This design comes from an exercise in tuning for small area, a short achievable clock period and few clock cycles per item on the open sky130 flow, not from production work. Function was checked by simulation only, so behaviour that the tests miss may differ from the original. Power figures rest on the tool's default switching activity, not on a simulated workload.

--- flow/config.mk ---
export PLATFORM = sky130hd
export DESIGN_NAME = tomasulo
export DESIGN_NICKNAME = tomasulo
export VERILOG_FILES = /design/flow/design.v
export SDC_FILE = /design/flow/constraint.sdc
export NUM_CORES = 4
export LEC_CHECK = 0
export CAP_MARGIN = 20
export CORE_MARGIN = 2
export CORE_UTILIZATION = 40
export PLACE_DENSITY = 0.6
export SLEW_MARGIN = 20
--- flow/constraint.sdc ---
create_clock -name core_clock -period 5.5 [get_ports {clk}]
set_input_delay 1.1000 -clock core_clock [delete_from_list [all_inputs] [get_ports {clk}]]
set_output_delay 1.1000 -clock core_clock [all_outputs]
set_load 0.01 [all_outputs]
--- flow/design.v ---
`default_nettype none
package tomasulo_pkg;
  localparam int WORD_W = 16;
  localparam int REG_N = 8;
  localparam int REG_W = $clog2(REG_N);
  typedef logic [WORD_W-1:0] word_t;
  typedef logic [REG_W-1:0] reg_t;
  typedef enum logic [2:0] {
    OP_ADD  = 3'b000,
    OP_SUB  = 3'b001,
    OP_MOVI = 3'b010,
    OP_AND  = 3'b100,
    OP_OR   = 3'b101,
    OP_XOR  = 3'b110
  } opcode_t;
  localparam int RS_DEPTH = 4;
  localparam int RS_IDX_W = $clog2(RS_DEPTH);
  typedef logic [RS_IDX_W-1:0] rs_idx_t;
  typedef logic [RS_IDX_W:0] tag_t;
  localparam logic STATION_ARITH = 1'b0;
  localparam logic STATION_LOGIC = 1'b1;
  localparam int LATENCY_ARITH = 2;
  localparam int LATENCY_LOGIC = 1;
  localparam int FIFO_DEPTH = 16;
  localparam int FIFO_PTR_W = $clog2(FIFO_DEPTH);
endpackage
`default_nettype wire
`timescale 1ns/1ps
`default_nettype none
module inst_fifo (
  input  wire                     clk,
  input  wire                     rst,
  input  wire                     push,
  input  wire tomasulo_pkg::opcode_t push_op,
  input  wire tomasulo_pkg::reg_t push_ra_1,
  input  wire tomasulo_pkg::reg_t push_ra_0,
  input  wire tomasulo_pkg::reg_t push_wa,
  input  wire tomasulo_pkg::word_t push_imm,
  input  wire                     pop,
  output logic                    full_r,
  output logic                    head_vld,
  output tomasulo_pkg::opcode_t   head_op,
  output tomasulo_pkg::reg_t      head_ra_1,
  output tomasulo_pkg::reg_t      head_ra_0,
  output tomasulo_pkg::reg_t      head_wa,
  output tomasulo_pkg::word_t     head_imm
);
  localparam int PW = tomasulo_pkg::FIFO_PTR_W;
  tomasulo_pkg::opcode_t op_mem  [tomasulo_pkg::FIFO_DEPTH];
  tomasulo_pkg::reg_t    ra1_mem [tomasulo_pkg::FIFO_DEPTH];
  tomasulo_pkg::reg_t    ra0_mem [tomasulo_pkg::FIFO_DEPTH];
  tomasulo_pkg::reg_t    wa_mem  [tomasulo_pkg::FIFO_DEPTH];
  tomasulo_pkg::word_t   imm_mem [tomasulo_pkg::FIFO_DEPTH];
  logic [PW:0] wr_ptr_r;
  logic [PW:0] rd_ptr_r;
  logic [PW:0] wr_ptr_w;
  logic [PW:0] rd_ptr_w;
  logic        empty_r;
  assign wr_ptr_w = wr_ptr_r + {{PW{1'b0}}, push};
  assign rd_ptr_w = rd_ptr_r + {{PW{1'b0}}, pop};
  always_ff @(posedge clk)
  begin
    if (rst)
    begin
      wr_ptr_r <= '0;
      rd_ptr_r <= '0;
      empty_r  <= 1'b1;
      full_r   <= 1'b0;
    end
    else
    begin
      wr_ptr_r <= wr_ptr_w;
      rd_ptr_r <= rd_ptr_w;
      empty_r  <= (rd_ptr_w == wr_ptr_w);
      full_r   <= (rd_ptr_w[PW] != wr_ptr_w[PW]) && (rd_ptr_w[PW-1:0] == wr_ptr_w[PW-1:0]);
    end
  end
  always_ff @(posedge clk)
  begin
    if (push)
    begin
      op_mem[wr_ptr_r[PW-1:0]]  <= push_op;
      ra1_mem[wr_ptr_r[PW-1:0]] <= push_ra_1;
      ra0_mem[wr_ptr_r[PW-1:0]] <= push_ra_0;
      wa_mem[wr_ptr_r[PW-1:0]]  <= push_wa;
      imm_mem[wr_ptr_r[PW-1:0]] <= push_imm;
    end
  end
  assign head_vld  = ~empty_r;
  assign head_op   = op_mem[rd_ptr_r[PW-1:0]];
  assign head_ra_1 = ra1_mem[rd_ptr_r[PW-1:0]];
  assign head_ra_0 = ra0_mem[rd_ptr_r[PW-1:0]];
  assign head_wa   = wa_mem[rd_ptr_r[PW-1:0]];
  assign head_imm  = imm_mem[rd_ptr_r[PW-1:0]];
endmodule
`default_nettype wire
`timescale 1ns/1ps
`default_nettype none
module dispatcher (
  input  wire                      clk,
  input  wire                      rst,
  input  wire                      inst_vld,
  input  wire tomasulo_pkg::opcode_t inst_op,
  input  wire tomasulo_pkg::reg_t  inst_ra_1,
  input  wire tomasulo_pkg::reg_t  inst_ra_0,
  input  wire tomasulo_pkg::reg_t  inst_wa,
  input  wire tomasulo_pkg::word_t inst_imm,
  output logic                     inst_adv,
  input  wire                      arith_free,
  input  wire tomasulo_pkg::rs_idx_t arith_free_idx,
  input  wire                      logic_free,
  input  wire tomasulo_pkg::rs_idx_t logic_free_idx,
  output logic                     arith_dis_vld,
  output logic                     logic_dis_vld,
  output tomasulo_pkg::opcode_t    dis_op,
  output tomasulo_pkg::word_t      dis_imm,
  output tomasulo_pkg::reg_t       dis_wa,
  output tomasulo_pkg::tag_t       dis_tag,
  output logic [1:0]               dis_src_rdy,
  output tomasulo_pkg::word_t [1:0] dis_src_val,
  output tomasulo_pkg::tag_t [1:0] dis_src_tag,
  input  wire                      cdb_vld_r,
  input  wire tomasulo_pkg::tag_t  cdb_tag_r,
  input  wire tomasulo_pkg::word_t cdb_data_r,
  input  wire tomasulo_pkg::tag_t  lookup_tag,
  output tomasulo_pkg::reg_t       lookup_wa
);
  tomasulo_pkg::word_t            val_r [tomasulo_pkg::REG_N];
  tomasulo_pkg::tag_t             tag_r [tomasulo_pkg::REG_N];
  logic [tomasulo_pkg::REG_N-1:0] busy_r;
  tomasulo_pkg::reg_t wa_tab_r [2*tomasulo_pkg::RS_DEPTH];
  logic                      is_logic;
  tomasulo_pkg::tag_t        new_tag;
  tomasulo_pkg::reg_t [1:0]  src_ra;
  logic [1:0]                src_rdy_w;
  tomasulo_pkg::word_t [1:0] src_val_w;
  tomasulo_pkg::tag_t [1:0]  src_tag_w;
  always_comb
  begin
    is_logic = (inst_op == tomasulo_pkg::OP_AND) || (inst_op == tomasulo_pkg::OP_OR) || (inst_op == tomasulo_pkg::OP_XOR);
    inst_adv = inst_vld & (is_logic ? logic_free : arith_free);
    new_tag  = is_logic ? {tomasulo_pkg::STATION_LOGIC, logic_free_idx}
                        : {tomasulo_pkg::STATION_ARITH, arith_free_idx};
    src_ra[0] = inst_ra_0;
    src_ra[1] = inst_ra_1;
    for (int s = 0; s < 2; s++)
    begin
      src_rdy_w[s] = 1'b1;
      src_val_w[s] = val_r[src_ra[s]];
      src_tag_w[s] = tag_r[src_ra[s]];
      if (inst_op != tomasulo_pkg::OP_MOVI && busy_r[src_ra[s]])
      begin
        if (cdb_vld_r && cdb_tag_r == tag_r[src_ra[s]])
          src_val_w[s] = cdb_data_r;
        else
          src_rdy_w[s] = 1'b0;
      end
    end
  end
  always_ff @(posedge clk)
  begin
    if (rst)
    begin
      busy_r <= '0;
      for (int r = 0; r < tomasulo_pkg::REG_N; r++)
        val_r[r] <= '0;
    end
    else
    begin
      for (int r = 0; r < tomasulo_pkg::REG_N; r++)
      begin
        if (inst_adv && inst_wa == tomasulo_pkg::reg_t'(r))
          busy_r[r] <= 1'b1;
        else if (cdb_vld_r && busy_r[r] && tag_r[r] == cdb_tag_r)
        begin
          busy_r[r] <= 1'b0;
          val_r[r]  <= cdb_data_r;
        end
      end
    end
  end
  always_ff @(posedge clk)
  begin
    if (inst_adv)
      tag_r[inst_wa] <= new_tag;
  end
  always_ff @(posedge clk)
  begin
    if (rst)
    begin
      arith_dis_vld <= 1'b0;
      logic_dis_vld <= 1'b0;
    end
    else
    begin
      arith_dis_vld <= inst_adv & ~is_logic;
      logic_dis_vld <= inst_adv & is_logic;
    end
  end
  always_ff @(posedge clk)
  begin
    if (inst_adv)
    begin
      dis_op      <= inst_op;
      dis_imm     <= inst_imm;
      dis_wa      <= inst_wa;
      dis_tag     <= new_tag;
      dis_src_rdy <= src_rdy_w;
      dis_src_val <= src_val_w;
      dis_src_tag <= src_tag_w;
    end
  end
  always_ff @(posedge clk)
  begin
    if (arith_dis_vld || logic_dis_vld)
      wa_tab_r[dis_tag] <= dis_wa;
  end
  assign lookup_wa = wa_tab_r[lookup_tag];
endmodule
`default_nettype wire
`timescale 1ns/1ps
`default_nettype none
module reservation_station #(
  parameter logic STATION_ID = tomasulo_pkg::STATION_ARITH
) (
  input  wire                      clk,
  input  wire                      rst,
  input  wire                      dis_vld,
  input  wire tomasulo_pkg::opcode_t dis_op,
  input  wire tomasulo_pkg::word_t dis_imm,
  input  wire [1:0]                dis_src_rdy,
  input  wire tomasulo_pkg::word_t [1:0] dis_src_val,
  input  wire tomasulo_pkg::tag_t [1:0] dis_src_tag,
  output logic                     free,
  output tomasulo_pkg::rs_idx_t    free_idx,
  input  wire                      cdb_vld_r,
  input  wire tomasulo_pkg::tag_t  cdb_tag_r,
  input  wire tomasulo_pkg::word_t cdb_data_r,
  input  wire                      iss_ready,
  output logic                     iss_vld,
  output tomasulo_pkg::opcode_t    iss_op,
  output tomasulo_pkg::word_t      iss_a,
  output tomasulo_pkg::word_t      iss_b,
  output tomasulo_pkg::word_t      iss_imm,
  output tomasulo_pkg::tag_t       iss_tag
);
  localparam int N = tomasulo_pkg::RS_DEPTH;
  logic [N-1:0]              vld_r;
  logic [N-1:0]              issued_r;
  tomasulo_pkg::opcode_t     op_r   [N];
  tomasulo_pkg::word_t       imm_r  [N];
  logic [1:0]                rdy_r  [N];
  tomasulo_pkg::word_t [1:0] val_r  [N];
  tomasulo_pkg::tag_t [1:0]  wait_r [N];
  tomasulo_pkg::rs_idx_t alloc_idx_r;
  logic [N-1:0]          free_mask;
  logic [N-1:0]          ready_mask;
  tomasulo_pkg::rs_idx_t iss_sel;
  always_comb
  begin
    free_mask = ~vld_r;
    if (dis_vld)
      free_mask[alloc_idx_r] = 1'b0;
    free     = |free_mask;
    free_idx = '0;
    iss_sel  = '0;
    for (int i = N - 1; i >= 0; i--)
    begin
      ready_mask[i] = vld_r[i] & ~issued_r[i] & (&rdy_r[i]);
      if (free_mask[i])
        free_idx = tomasulo_pkg::rs_idx_t'(i);
      if (ready_mask[i])
        iss_sel = tomasulo_pkg::rs_idx_t'(i);
    end
    iss_vld = iss_ready & (|ready_mask);
    iss_op  = op_r[iss_sel];
    iss_a   = val_r[iss_sel][0];
    iss_b   = val_r[iss_sel][1];
    iss_imm = imm_r[iss_sel];
    iss_tag = {STATION_ID, iss_sel};
  end
  always_ff @(posedge clk)
  begin
    if (rst)
    begin
      vld_r    <= '0;
      issued_r <= '0;
    end
    else
    begin
      for (int i = 0; i < N; i++)
      begin
        if (dis_vld && alloc_idx_r == tomasulo_pkg::rs_idx_t'(i))
        begin
          vld_r[i]    <= 1'b1;
          issued_r[i] <= 1'b0;
        end
        else if (cdb_vld_r && cdb_tag_r == {STATION_ID, tomasulo_pkg::rs_idx_t'(i)})
          vld_r[i] <= 1'b0;
        else if (iss_vld && iss_sel == tomasulo_pkg::rs_idx_t'(i))
          issued_r[i] <= 1'b1;
      end
    end
  end
  always_ff @(posedge clk)
  begin
    alloc_idx_r <= free_idx;
    for (int i = 0; i < N; i++)
    begin
      if (dis_vld && alloc_idx_r == tomasulo_pkg::rs_idx_t'(i))
      begin
        op_r[i]  <= dis_op;
        imm_r[i] <= dis_imm;
      end
      for (int s = 0; s < 2; s++)
      begin
        if (dis_vld && alloc_idx_r == tomasulo_pkg::rs_idx_t'(i))
        begin
          wait_r[i][s] <= dis_src_tag[s];
          rdy_r[i][s]  <= dis_src_rdy[s] | (cdb_vld_r && cdb_tag_r == dis_src_tag[s]);
          if (!dis_src_rdy[s] && cdb_vld_r && cdb_tag_r == dis_src_tag[s])
            val_r[i][s] <= cdb_data_r;
          else
            val_r[i][s] <= dis_src_val[s];
        end
        else if (vld_r[i] && !rdy_r[i][s] && cdb_vld_r && cdb_tag_r == wait_r[i][s])
        begin
          rdy_r[i][s] <= 1'b1;
          val_r[i][s] <= cdb_data_r;
        end
      end
    end
  end
endmodule
`default_nettype wire
`timescale 1ns/1ps
`default_nettype none
module exe_arith #(
  parameter int LATENCY = tomasulo_pkg::LATENCY_ARITH
) (
  input  wire                      clk,
  input  wire                      rst,
  input  wire                      iss_vld,
  input  wire tomasulo_pkg::opcode_t iss_op,
  input  wire tomasulo_pkg::word_t iss_a,
  input  wire tomasulo_pkg::word_t iss_b,
  input  wire tomasulo_pkg::word_t iss_imm,
  input  wire tomasulo_pkg::tag_t  iss_tag,
  output logic                     iss_ready,
  input  wire                      cdb_gnt,
  output logic                     cdb_req,
  output tomasulo_pkg::tag_t       res_tag,
  output tomasulo_pkg::word_t      res_data
);
  logic [LATENCY-1:0]  vld_r;
  tomasulo_pkg::tag_t  tag_r  [LATENCY];
  tomasulo_pkg::word_t data_r [LATENCY];
  tomasulo_pkg::word_t res_w;
  logic                stall;
  always_comb
  begin
    case (iss_op)
      tomasulo_pkg::OP_SUB:  res_w = iss_a - iss_b;
      tomasulo_pkg::OP_MOVI: res_w = iss_imm;
      default:               res_w = iss_a + iss_b;
    endcase
  end
  assign stall     = vld_r[LATENCY-1] & ~cdb_gnt;
  assign iss_ready = ~stall;
  assign cdb_req   = vld_r[LATENCY-1];
  assign res_tag   = tag_r[LATENCY-1];
  assign res_data  = data_r[LATENCY-1];
  always_ff @(posedge clk)
  begin
    if (rst)
      vld_r <= '0;
    else if (!stall)
    begin
      vld_r[0] <= iss_vld;
      for (int k = 1; k < LATENCY; k++)
        vld_r[k] <= vld_r[k-1];
    end
  end
  always_ff @(posedge clk)
  begin
    if (!stall)
    begin
      tag_r[0]  <= iss_tag;
      data_r[0] <= res_w;
      for (int k = 1; k < LATENCY; k++)
      begin
        tag_r[k]  <= tag_r[k-1];
        data_r[k] <= data_r[k-1];
      end
    end
  end
endmodule
`default_nettype wire
`timescale 1ns/1ps
`default_nettype none
module exe_logic #(
  parameter int LATENCY = tomasulo_pkg::LATENCY_LOGIC
) (
  input  wire                      clk,
  input  wire                      rst,
  input  wire                      iss_vld,
  input  wire tomasulo_pkg::opcode_t iss_op,
  input  wire tomasulo_pkg::word_t iss_a,
  input  wire tomasulo_pkg::word_t iss_b,
  input  wire tomasulo_pkg::word_t iss_imm,
  input  wire tomasulo_pkg::tag_t  iss_tag,
  output logic                     iss_ready,
  input  wire                      cdb_gnt,
  output logic                     cdb_req,
  output tomasulo_pkg::tag_t       res_tag,
  output tomasulo_pkg::word_t      res_data
);
  logic [LATENCY-1:0]  vld_r;
  tomasulo_pkg::tag_t  tag_r  [LATENCY];
  tomasulo_pkg::word_t data_r [LATENCY];
  tomasulo_pkg::word_t res_w;
  logic                stall;
  always_comb
  begin
    case (iss_op)
      tomasulo_pkg::OP_AND: res_w = iss_a & iss_b;
      tomasulo_pkg::OP_OR:  res_w = iss_a | iss_b;
      tomasulo_pkg::OP_XOR: res_w = iss_a ^ iss_b;
      default:              res_w = iss_imm;
    endcase
  end
  assign stall     = vld_r[LATENCY-1] & ~cdb_gnt;
  assign iss_ready = ~stall;
  assign cdb_req   = vld_r[LATENCY-1];
  assign res_tag   = tag_r[LATENCY-1];
  assign res_data  = data_r[LATENCY-1];
  always_ff @(posedge clk)
  begin
    if (rst)
      vld_r <= '0;
    else if (!stall)
    begin
      vld_r[0] <= iss_vld;
      for (int k = 1; k < LATENCY; k++)
        vld_r[k] <= vld_r[k-1];
    end
  end
  always_ff @(posedge clk)
  begin
    if (!stall)
    begin
      tag_r[0]  <= iss_tag;
      data_r[0] <= res_w;
      for (int k = 1; k < LATENCY; k++)
      begin
        tag_r[k]  <= tag_r[k-1];
        data_r[k] <= data_r[k-1];
      end
    end
  end
endmodule
`default_nettype wire
`timescale 1ns/1ps
`default_nettype none
module cdb_arbiter (
  input  wire                      clk,
  input  wire                      rst,
  input  wire [1:0]                req,
  input  wire tomasulo_pkg::tag_t  tag_0,
  input  wire tomasulo_pkg::word_t data_0,
  input  wire tomasulo_pkg::tag_t  tag_1,
  input  wire tomasulo_pkg::word_t data_1,
  output logic [1:0]               gnt,
  output tomasulo_pkg::tag_t       lookup_tag,
  input  wire tomasulo_pkg::reg_t  lookup_wa,
  output logic                     cdb_vld_r,
  output tomasulo_pkg::tag_t       cdb_tag_r,
  output tomasulo_pkg::reg_t       cdb_wa_r,
  output tomasulo_pkg::word_t      cdb_data_r
);
  logic prio_r;
  always_comb
  begin
    gnt = 2'b00;
    if (req[1] && (prio_r || !req[0]))
      gnt[1] = 1'b1;
    else if (req[0])
      gnt[0] = 1'b1;
    lookup_tag = gnt[1] ? tag_1 : tag_0;
  end
  always_ff @(posedge clk)
  begin
    if (rst)
    begin
      prio_r    <= 1'b0;
      cdb_vld_r <= 1'b0;
    end
    else
    begin
      cdb_vld_r <= |req;
      if (|req)
        prio_r <= gnt[0];
    end
  end
  always_ff @(posedge clk)
  begin
    if (|req)
    begin
      cdb_tag_r  <= lookup_tag;
      cdb_wa_r   <= lookup_wa;
      cdb_data_r <= gnt[1] ? data_1 : data_0;
    end
  end
endmodule
`default_nettype wire
`timescale 1ns/1ps
`default_nettype none
module tomasulo (
  input  wire                      clk,
  input  wire                      rst,
  input  wire                      in_pass,
  input  wire tomasulo_pkg::opcode_t in_inst_op,
  input  wire tomasulo_pkg::reg_t  in_inst_ra_1,
  input  wire tomasulo_pkg::reg_t  in_inst_ra_0,
  input  wire tomasulo_pkg::reg_t  in_inst_wa,
  input  wire tomasulo_pkg::word_t in_imm,
  output logic                     in_accept,
  output logic                     out_vld_r,
  output tomasulo_pkg::reg_t       out_wa_r,
  output tomasulo_pkg::word_t      out_wdata_r
);
  logic                      full_r;
  logic                      push;
  logic                      inst_vld;
  logic                      inst_adv;
  tomasulo_pkg::opcode_t     inst_op;
  tomasulo_pkg::reg_t        inst_ra_1;
  tomasulo_pkg::reg_t        inst_ra_0;
  tomasulo_pkg::reg_t        inst_wa;
  tomasulo_pkg::word_t       inst_imm;
  logic                      arith_free;
  logic                      logic_free;
  tomasulo_pkg::rs_idx_t     arith_free_idx;
  tomasulo_pkg::rs_idx_t     logic_free_idx;
  logic                      arith_dis_vld;
  logic                      logic_dis_vld;
  tomasulo_pkg::opcode_t     dis_op;
  tomasulo_pkg::word_t       dis_imm;
  logic [1:0]                dis_src_rdy;
  tomasulo_pkg::word_t [1:0] dis_src_val;
  tomasulo_pkg::tag_t [1:0]  dis_src_tag;
  logic                      arith_iss_vld;
  logic                      logic_iss_vld;
  logic                      arith_iss_ready;
  logic                      logic_iss_ready;
  tomasulo_pkg::opcode_t     arith_iss_op;
  tomasulo_pkg::opcode_t     logic_iss_op;
  tomasulo_pkg::word_t       arith_iss_a;
  tomasulo_pkg::word_t       arith_iss_b;
  tomasulo_pkg::word_t       arith_iss_imm;
  tomasulo_pkg::word_t       logic_iss_a;
  tomasulo_pkg::word_t       logic_iss_b;
  tomasulo_pkg::word_t       logic_iss_imm;
  tomasulo_pkg::tag_t        arith_iss_tag;
  tomasulo_pkg::tag_t        logic_iss_tag;
  logic [1:0]                req;
  logic [1:0]                gnt;
  tomasulo_pkg::tag_t        arith_res_tag;
  tomasulo_pkg::tag_t        logic_res_tag;
  tomasulo_pkg::word_t       arith_res_data;
  tomasulo_pkg::word_t       logic_res_data;
  tomasulo_pkg::tag_t        lookup_tag;
  tomasulo_pkg::reg_t        lookup_wa;
  logic                      cdb_vld_r;
  tomasulo_pkg::tag_t        cdb_tag_r;
  tomasulo_pkg::reg_t        cdb_wa_r;
  tomasulo_pkg::word_t       cdb_data_r;
  assign in_accept   = ~full_r;
  assign push        = in_pass & in_accept;
  assign out_vld_r   = cdb_vld_r;
  assign out_wa_r    = cdb_wa_r;
  assign out_wdata_r = cdb_data_r;
  inst_fifo u_fifo (
    .clk(clk), .rst(rst), .push(push), .push_op(in_inst_op),
    .push_ra_1(in_inst_ra_1), .push_ra_0(in_inst_ra_0), .push_wa(in_inst_wa),
    .push_imm(in_imm), .pop(inst_adv), .full_r(full_r), .head_vld(inst_vld),
    .head_op(inst_op), .head_ra_1(inst_ra_1), .head_ra_0(inst_ra_0),
    .head_wa(inst_wa), .head_imm(inst_imm)
  );
  dispatcher u_dispatcher (
    .clk(clk), .rst(rst), .inst_vld(inst_vld), .inst_op(inst_op),
    .inst_ra_1(inst_ra_1), .inst_ra_0(inst_ra_0), .inst_wa(inst_wa),
    .inst_imm(inst_imm), .inst_adv(inst_adv), .arith_free(arith_free),
    .arith_free_idx(arith_free_idx), .logic_free(logic_free),
    .logic_free_idx(logic_free_idx), .arith_dis_vld(arith_dis_vld),
    .logic_dis_vld(logic_dis_vld), .dis_op(dis_op), .dis_imm(dis_imm),
    .dis_wa(), .dis_tag(), .dis_src_rdy(dis_src_rdy), .dis_src_val(dis_src_val),
    .dis_src_tag(dis_src_tag), .cdb_vld_r(cdb_vld_r), .cdb_tag_r(cdb_tag_r),
    .cdb_data_r(cdb_data_r), .lookup_tag(lookup_tag), .lookup_wa(lookup_wa)
  );
  reservation_station #(.STATION_ID(tomasulo_pkg::STATION_ARITH)) u_rs_arith (
    .clk(clk), .rst(rst), .dis_vld(arith_dis_vld), .dis_op(dis_op), .dis_imm(dis_imm),
    .dis_src_rdy(dis_src_rdy), .dis_src_val(dis_src_val), .dis_src_tag(dis_src_tag),
    .free(arith_free), .free_idx(arith_free_idx), .cdb_vld_r(cdb_vld_r),
    .cdb_tag_r(cdb_tag_r), .cdb_data_r(cdb_data_r), .iss_ready(arith_iss_ready),
    .iss_vld(arith_iss_vld), .iss_op(arith_iss_op), .iss_a(arith_iss_a),
    .iss_b(arith_iss_b), .iss_imm(arith_iss_imm), .iss_tag(arith_iss_tag)
  );
  reservation_station #(.STATION_ID(tomasulo_pkg::STATION_LOGIC)) u_rs_logic (
    .clk(clk), .rst(rst), .dis_vld(logic_dis_vld), .dis_op(dis_op), .dis_imm(dis_imm),
    .dis_src_rdy(dis_src_rdy), .dis_src_val(dis_src_val), .dis_src_tag(dis_src_tag),
    .free(logic_free), .free_idx(logic_free_idx), .cdb_vld_r(cdb_vld_r),
    .cdb_tag_r(cdb_tag_r), .cdb_data_r(cdb_data_r), .iss_ready(logic_iss_ready),
    .iss_vld(logic_iss_vld), .iss_op(logic_iss_op), .iss_a(logic_iss_a),
    .iss_b(logic_iss_b), .iss_imm(logic_iss_imm), .iss_tag(logic_iss_tag)
  );
  exe_arith #(.LATENCY(tomasulo_pkg::LATENCY_ARITH)) u_exe_arith (
    .clk(clk), .rst(rst), .iss_vld(arith_iss_vld), .iss_op(arith_iss_op),
    .iss_a(arith_iss_a), .iss_b(arith_iss_b), .iss_imm(arith_iss_imm),
    .iss_tag(arith_iss_tag), .iss_ready(arith_iss_ready), .cdb_gnt(gnt[0]),
    .cdb_req(req[0]), .res_tag(arith_res_tag), .res_data(arith_res_data)
  );
  exe_logic #(.LATENCY(tomasulo_pkg::LATENCY_LOGIC)) u_exe_logic (
    .clk(clk), .rst(rst), .iss_vld(logic_iss_vld), .iss_op(logic_iss_op),
    .iss_a(logic_iss_a), .iss_b(logic_iss_b), .iss_imm(logic_iss_imm),
    .iss_tag(logic_iss_tag), .iss_ready(logic_iss_ready), .cdb_gnt(gnt[1]),
    .cdb_req(req[1]), .res_tag(logic_res_tag), .res_data(logic_res_data)
  );
  cdb_arbiter u_arbiter (
    .clk(clk), .rst(rst), .req(req), .tag_0(arith_res_tag), .data_0(arith_res_data),
    .tag_1(logic_res_tag), .data_1(logic_res_data), .gnt(gnt),
    .lookup_tag(lookup_tag), .lookup_wa(lookup_wa), .cdb_vld_r(cdb_vld_r),
    .cdb_tag_r(cdb_tag_r), .cdb_wa_r(cdb_wa_r), .cdb_data_r(cdb_data_r)
  );
endmodule
`default_nettype wire
--- flow/run.sh ---
#!/bin/bash
# synth_recipe.tcl (not shown) runs the flow's synth.tcl, then flattens the netlist and writes it again
# the make line also repeats each setting of config.mk as NAME=value (left out here)
make -C /OpenROAD-flow-scripts/flow DESIGN_CONFIG=/design/flow/config.mk WORK_HOME=/design/flow/orfs CLKGATE_MAP_FILE= SYNTH_SCRIPT=/design/flow/synth_recipe.tcl finish
==> notes.md <==
gpl congestion=0.882; Mapped Cells=3943; P_int=0.0190 W; syn avg cell area=14.4 sq um; dominant cell by count in the synthesized netlist=edfxtp_1; Reg power frac=46.7%; Core Area=141000 sq um; routed vias/inst=5.67; min Tclk post-route=5.16 ns; simple-gate area share of the yosys netlist=6.62%; Critical Setup Path Class=reg2reg; PwrDens=419 nW/um^2; num ports=52; Post-synth ARST share=0%; die height=381 microns; first drt pass iteration count=9; Synth Area in Compound Gates=7.16%; hold crit path type=reg2reg; CP Max Fanout=12; worst slew pin tran=1.02 ns; GRT busiest layer=met2; final-layout fill cell count=12500; H-tree depth=4; Clock Path Buffers=3; DRC=0; Die X=381 microns; run status=no timing/DRC/antenna violations; root buffer cell=clkbuf_16; combinational family with the most area after synthesis=multiplexers; Critical Path Start Type=register; met3 Use GR=3.45%; sw frac=29.9%; Layout Skew=0.0352 ns; starting density of the core=40.2%; Slew HR=31.5%; Sinks on Clock Net=1284; post-detail-place hpwl=103 mm; Synth top area share=58.6%; first-pass GRT wire length=235 mm; crit share post-route=93.8%; Hold Worst Slack=0.421 ns; Clk pin slew, worst setup/hold paths=0.06 ns; wire per inst=26.6 microns; Top FF cell, synth=edfxtp_1; YS warnings=22; final setup violation count=0; Num CTS Buffers=135; DR vias=34100; GR Util met2=36.1%; Synth Area in Adders=1.27%; Synth cell types=87; post-synthesis net count=4031; #FFs+latches synth=1284; Routed WL=160 mm; Post-synth EDFFs=1109; CTS tree=done; Final ANT Viol Nets=0; Post-synth top cells=edfxtp_1 (1109), nor2_1 (342), mux2_2 (298), nand2_1 (295), mux2i_1 (246); initial antenna violation count=14; VDD IR max=0.000345 V; post-synth top area cell=edfxtp_1; area grow syn2layout=13.5%; Clock Latency Late Sink=0.78 ns; Worst Setup End Kind=register; WP data required=6.01 ns; Hold Buf Count CTS=0; 1st-iter DRT viols=3491; WP data arrival=5.67 ns; Comb power frac=19.4%; Pins Over Slew Limit=0; post-synthesis mux area share=15.9%; XOR/XNOR share of the synthesized area=1.91%; Final Hold Vio Count=0; P_sw=0.00808 W; share of layout cells above drive strength 1=20.6%; Clk pwr share=33.9%; top post-synthesis cells by area=edfxtp_1 (59%), dfxtp_1 (6.2%), mux2_2 (5.9%); vias in the first global route=34200; setup slack, reg-to-reg=0.34 ns; Static Leak=22.6 nW; largest net degree at the start of global routing=165; grt total ovfl=0; IO Port Bufs=51; max-cap viol count=0; full die area=145000 sq um; NumNets Final=4105; global router's overall resource usage=21.9%; Core Rows=138; Max Freq=194 MHz; Mapped Area=56800 sq um; met1 usage=29.4%; post-synthesis sequential area ratio=64.8%; overall power=0.0270 W
[through the flow]
step	TNS (ns)	instance area (sq um)	cells	utilization, %	setup WS [ns]
after floorplan	0	56800	3943	-	0.498
after global placement	0	60000	5768	42.5	0.242
final	0	64500	6014	45.7	0.339
after global routing	-0.0220	64500	6013	45.7	-0.0220
after detailed placement	0	60000	5768	42.5	0.213
after CTS	0	64400	6011	45.6	0.190
[layout by cell type, fill, tap and decap left out, types with 76 or more instances in the layout]
| master | Yosys | routed |
|---|---|---|
| mux2i_1 | 246 | 244 |
| inv_1 | 76 | 76 |
| clkbuf_16 | 0 | 135 |
| buf_4 | 10 | 131 |
| nand2_1 | 295 | 291 |
| o21ai_0 | 119 | 116 |
| nor2_1 | 342 | 324 |
| a21oi_1 | 170 | 170 |
| mux4_2 | 137 | 137 |
| mux2_2 | 298 | 298 |
| dfxtp_1 | 175 | 171 |
| edfxtp_1 | 1109 | 1109 |
[power by group through the flow]
stage          clock (W)  combinational, W  sequential [W]
5_1_grt          0.00970           0.00560          0.0127
2_1_floorplan          0           0.00358          0.0122
3_3_place_gp           0           0.00520          0.0128
3_5_place_dp           0           0.00524          0.0128
4_1_cts          0.00934           0.00526          0.0126
6_report         0.00917           0.00524          0.0126
[path summary, 6_finish.rpt]
kind,startpoint,to,cells after the start
setup / recovery,u_rs_arith.vld_r[3],u_exe_arith.data_r[0][15],16
hold / removal,u_exe_arith.data_r[0][11],u_exe_arith.data_r[1][11],0
setup reg to reg,u_rs_arith.vld_r[3],u_exe_arith.data_r[0][15],16
hold reg to reg,u_exe_arith.data_r[0][11],u_exe_arith.data_r[1][11],0
[sequential cells by signal, summed over array words and instances, names as in the netlist, 12 cells and up]
name and flops:
u_fifo.imm_mem 256, u_dispatcher.val_r 128, u_rs_arith.val_r 128, u_rs_logic.val_r 128, u_rs_arith.imm_r 64, u_rs_logic.imm_r 64
u_fifo.op_mem 48, u_fifo.ra0_mem 48, u_fifo.ra1_mem 48, u_fifo.wa_mem 48, u_dispatcher.dis_src_val 32, u_exe_arith.data_r 32
u_dispatcher.tag_r 24, u_dispatcher.wa_tab_r 24, u_rs_arith.wait_r 24, u_rs_logic.wait_r 24, u_arbiter.cdb_data_r 16, u_dispatcher.dis_imm 16
u_exe_logic.data_r 16, u_rs_arith.op_r 12, u_rs_logic.op_r 12
[timing repair]
action                     4_1_cts  5_1_grt
buffers inserted                 0        1
gates resized for setup          0        2
setup endpoints to repair        0        2
[area by class of cell]
| class | count | area [sq um] | area share (%) |
|---|---|---|---|
| Clock inverter | 63 | 821 | 1.27 |
| Clock buffer | 180 | 3620 | 5.61 |
| Multi-Input combinational cell | 2331 | 19000 | 29.5 |
| Inverter | 79 | 297 | 0.460 |
| Timing Repair Buffer | 186 | 1580 | 2.44 |
| Tap cell | 1890 | 2360 | 3.67 |
| Antenna cell | 1 | 2.50 | 0.00388 |
| Sequential cell | 1284 | 36800 | 57.1 |
[routing by layer]
| layer | wire length, microns | vias up |
|---|---|---|
| met1 | 68800 | 17500 |
| li1 | - | 15200 |
| met2 | 77500 | 1147 |
| met5 | 40 | - |
| met3 | 8870 | 243 |
| met4 | 4930 | 6 |
[cell families after synthesis]
logic type,count (synthesis)
compound gates,599
xor+xnor,124
fa+ha+maj,57
buf+inv,329
flops,1284
mux,689
simple gates,861
[worst max-delay path, cell delays in order (launching register included)]
cell and delay (ns):
dfxtp_1 0.45, nand4b_1 0.40, a31oi_4 0.55, a31oi_1 0.30, or3_1 0.52, nor3_1 0.26, a21oi_1 0.13, xnor2_1 0.14
ha_1 0.36, a21o_1 0.19, a21o_1 0.17, a221oi_1 0.41, o21ai_0 0.23, o41ai_2 0.37, a31oi_1 0.13, a21oi_1 0.19
nand3_1 0.09
Testbench counts, summed over its fixed seeds: cycles 11,212, instrs 8,000.

-- re-timing with driven ports --
The flow's constraints put no driver on any port. The routed layout listed below was extracted and timed again, unchanged, in two steps. Step 1 sets driving cells, clkbuf_16 on the clock port and buf_2 on the other inputs (assumed; they add their load-dependent delay and slew). Step 2 moves the port delays by t, midway between the first and last clock arrival at a register: inputs arrive t later, outputs are due t later. That takes back most of the time a late clock gives input paths. Three values: ideal ports, drivers, drivers and shift; two values: the first two.
t (ns): 0.840
slack for setup (ns): 0.339 / 0.339 / 0.339
worst setup path at the end: register to register
After both steps setup and hold are still met in this run. The setup slack of this run moves by 0.000 ns with the drivers and by 0.000 ns with both steps.
